This design comes from an exercise in tuning for small area, a short achievable clock period and few clock cycles per item on the open sky130 flow, not from production work.
Only simulation tests tie the RTL to the original design; equivalence was not proved.
Power and IR drop assume default switching activity.

==> run Z <==
## dual_stream_merge
module dual_stream_merge (
    input  logic                                 clk_i,
    input  logic                                 rst_n_i,
    input  logic [1:0]                           wr_valid_i,
    input  logic [2*64-1:0]            wr_data_i,   
    output logic [1:0]                           wr_ready_o,
    output logic [2*($clog2(16)+1)-1:0] wr_free_o,  
    input  logic                                 out_ready_i,
    output logic                                 out_valid_o,
    output logic [32+1:0]             out_beat_o   
);
Settings: LEC_CHECK=0, CAP_MARGIN=20, CORE_MARGIN=2, CORE_UTILIZATION=60, CTS_CLUSTER_DIAMETER=100, CTS_CLUSTER_SIZE=30, SETUP_SLACK_MARGIN=2.35, SLEW_MARGIN=20, TNS_END_PERCENT=100; clock period 4.5 ns.
run.sh (not shown) runs the stock make flow with config.mk's settings and CLKGATE_MAP_FILE= SYNTH_SCRIPT=/design/flow/synth_recipe.tcl, a recipe that flattens the netlist after the stock synthesis.
==> run X: changes against run Z <==
- SETUP_SLACK_MARGIN: 2.35 -> 2.5
- TNS_END_PERCENT: 100 -> 5
==> run K: changes against run Z <==
--- a/flow/design.v
+++ b/flow/design.v
@@ -28,14 +28,15 @@
     logic         oc_q;    
     logic [1:0]   lo_q;    
     logic         ovo_q;
     logic         oco_q;
     logic         oho_q;
     logic [H-1:0] odo_q;
     logic [D-1:0]  wsel_q [2];  
+    logic [D-1:0]  wselh_q [2];  
     logic [D-1:0]  rsel_q [2];  
     logic [FW-1:0] free_q [2];  
     logic [1:0]    rdy_q;       
     logic [1:0]    ne_q;        
     logic [1:0]    one_q;       
     logic [1:0]    top_q;       
     logic [FW-1:0] freeo_q [2];  
@@ -74,15 +75,15 @@
     end
     assign nval = cont || ne_q[0] || ne_q[1];
     for (genvar c = 0; c < 2; c++) begin : g_chan
         logic [FW-1:0] free_n;
         logic          rdy_n, one_n, top_n;
         logic [FW-1:0] freeo_n;
         logic          rdyo_n;
-        logic [D-1:0]  wsel_n;
+        logic [D-1:0]  wsel_n, wselh_n;
         assign push[c] = wr_valid_i[c] && rdy_q[c];
         assign adv[c]  = out_ready_i && lo_q[c];
         always_comb begin
             free_n = free_q[c];
             rdy_n  = rdy_q[c];
             ne_n[c] = ne_q[c];
             one_n  = one_q[c];
@@ -119,42 +120,56 @@
                 wsel_n = adv[c] ? rsel_q[c] : '0;
             end else if (push[c]) begin
                 wsel_n = rdy_n ? {wsel_q[c][D-2:0], wsel_q[c][D-1]} : '0;
             end else begin
                 wsel_n = wsel_q[c];
             end
         end
+        always_comb begin
+            if (!rdy_q[c]) begin
+                wselh_n = adv[c] ? rsel_q[c] : '0;
+            end else if (push[c]) begin
+                wselh_n = rdy_n ? {wselh_q[c][D-2:0], wselh_q[c][D-1]} : '0;
+            end else begin
+                wselh_n = wselh_q[c];
+            end
+        end
         always_ff @(posedge clk_i or negedge rst_n_i) begin
             if (!rst_n_i) begin
                 free_q[c]  <= FW'(D);
                 rdy_q[c]   <= 1'b1;
                 ne_q[c]    <= 1'b0;
                 one_q[c]   <= 1'b0;
                 top_q[c]   <= 1'b0;
                 freeo_q[c] <= '0;
                 rdyo_q[c]  <= 1'b0;
                 wsel_q[c]  <= D'(1);
+                wselh_q[c] <= D'(1);
                 rsel_q[c]  <= D'(1);
             end else begin
                 free_q[c]  <= free_n;
                 rdy_q[c]   <= rdy_n;
                 ne_q[c]    <= ne_n[c];
                 one_q[c]   <= one_n;
                 top_q[c]   <= top_n;
                 freeo_q[c] <= freeo_n ^ {1'b1, {FW-1{1'b0}}};
                 rdyo_q[c]  <= !rdyo_n;
                 wsel_q[c]  <= wsel_n;
+                wselh_q[c] <= wselh_n;
                 rsel_q[c]  <= rsel_n[c];
             end
         end
         assign rsel_n[c] = adv[c] ? {rsel_q[c][D-2:0], rsel_q[c][D-1]} : rsel_q[c];
         for (genvar i = 0; i < D; i++) begin : g_ent
             always_ff @(posedge clk_i) begin
                 if (wsel_q[c][i]) begin
-                    mem[c][i] <= wr_data_i[c*W +: W];
+                    mem[c][i][H-1:0] <= wr_data_i[c*W +: H];
+                end
+                if (wselh_q[c][i]) begin
+                    mem[c][i][W-1:H] <= wr_data_i[c*W+H +: H];
                 end
             end
         end
         assign wr_ready_o[c]         = !rdyo_q[c];
         assign wr_free_o[c*FW +: FW] = freeo;
     end
     always_comb begin
==> flow/flow/run.sh (new file) <==
#!/bin/bash
# The standard layout, with plain buf_4 cells as the port buffers in place of
# the delay cells ORFS's buffer_ports picks by default.
set -euo pipefail
echo 'export BUFFER_PORTS_ARGS = -buffer_cell sky130_fd_sc_hd__buf_4' >> config.mk
bash standard.sh finish > standard_flow.log 2>&1
==> flow/standard.sh (new file) <==
#!/bin/bash
# synth_recipe.tcl (not shown) runs the flow's synth.tcl, then flattens the netlist and writes it again
# the make line also repeats each setting of config.mk as NAME=value (left out here)
make -C /OpenROAD-flow-scripts/flow DESIGN_CONFIG=/design/flow/config.mk WORK_HOME=/design/flow/orfs CLKGATE_MAP_FILE= SYNTH_SCRIPT=/design/flow/synth_recipe.tcl "${@:-finish}"
- BUFFER_PORTS_ARGS: not set -> -buffer_cell sky130_fd_sc_hd__buf_4
- CORE_UTILIZATION: 60 -> 70
- SETUP_SLACK_MARGIN: 2.35 -> 2.5
- TNS_END_PERCENT: 100 -> 5
removed: flow/run.sh
==> summary of the runs <==
Critical path depth is the same in run Z and run K.
Run Z ran to the end with no violations. Run K completed without violations. Run X passed the timing, design-rule and antenna checks.
In run Z the maximum frequency is higher than in run K, by 5.2%.
In synthesized cell count, run Z and run X do not differ.
Register-to-register slack, lowest first: run X, run K, run Z.
The lowest setup slack belongs to run X, the highest to run Z.
Non-clock buffer count, highest first: run K, run Z, run X.
Of run Z and run K, run Z has the higher combinational power (gap about 2%, measured against run K).
The highest cell count belongs to run Z, the lowest to run K.
The highest routed wire length belongs to run K, the lowest to run X.
Between run K and run X, the lower clock power is in run X (gap about 1%, measured against run X).
==> figures <==
| quantity | run Z | run K | run X |
|---|---|---|---|
| Status | finished clean | finished clean | finished clean |
| Count of placed standard cells including taps | 6051 | 5911 | 6049 |
| Clock slew at the register clock pins of the worst setup and hold paths | 110 ps | 110 ps | 120 ps |
| Row count | 133 | 124 | 133 |
| Area of the multi-input gates | 12370 sq um | 13050 sq um | 12420 sq um |
| Met1 layer wirelength in the final routing | 102.5 mm | 93.49 mm | 103.8 mm |
| Switching share of total power | 0.1955 | 0.1958 | 0.1965 |
| Pin slew with the least headroom to its limit | 1294 ps | 1417 ps | 1329 ps |
| Power drawn by the sequential cells | 22700 uW | 23000 uW | 22700 uW |
| Overall power of the completed layout | 33040 uW | 33320 uW | 32940 uW |
| Iteration-0 DRC count of the detailed router | 11980 | 13010 | 11220 |
| Top fanout value on the critical path | 39 | 19 | 42 |
| Routed length on met3 | 58.73 mm | 77.54 mm | 56.80 mm |
| Source of the worst register-to-register timing path | wsel_q[0][10] | wsel_q[0][7] | wsel_q[0][13] |
| GR Layer Usage met3 | 0.1530 | 0.3261 | 0.1507 |
| Met2 Track Usage GR | 0.6680 | 0.7509 | 0.6529 |
| Count of multi-input gates | 1685 | 1753 | 1686 |
| Post-layout nets | 4657 | 4758 | 4627 |
| Clock network power | 9920 uW | 9920 uW | 9820 uW |
| Post-Place Cell Area | 83750 sq um | 84340 sq um | 83800 sq um |
| Top-area cell type share of the netlist area | 0.7745 | 0.7617 | 0.7745 |
| Worst setup path start | wsel_q[0][10] | wsel_q[0][7] | wsel_q[0][13] |
Testbench counts of run Z, summed over its fixed seeds: cycles 6,160, beats 6,144.
Testbench counts of run X, summed over its fixed seeds: cycles 6,160, beats 6,144.
Testbench counts of run K, summed over its fixed seeds: cycles 6,160, beats 6,144.

[static timing again, ports no longer ideal]
The results above use ideal ports. As a check the final layouts listed here were re-extracted and re-timed, cells and wires unchanged.
Step 1 sets driving cells, clkbuf_16 on the clock port and buf_2 on the other inputs (assumed; they add their load-dependent delay and slew).
Step 2 adds t to the input delays and takes it off the output delays; t is the mean of the earliest and latest rising clock arrival at the registers after step 1. Input paths then give back, and output paths get back, about the clock's delay inside the block.
Slacks: ideal / step 1 / step 2; pairs: ideal / step 1.
run	t (ns)	setup slack, ns	hold slack, ns	worst setup path after step 2	latest minus earliest clock arrival (ns)
run Z	0.810	2.262 / 2.193 / 1.674	0.242 / 0.181 / 0.438	input to register	0.042 / 0.042
run X	0.833	2.110 / 2.110 / 1.612	0.188 / 0.135 / 0.453	input to register	0.043 / 0.042
run K	0.815	2.145 / 2.145 / 1.797	0.169 / 0.119 / 0.430	input to register	0.038 / 0.038
After both steps every run listed still meets setup and hold. For run Z, which loses most, drivers alone change the setup slack by -0.069 ns; drivers and shift together by -0.588 ns.
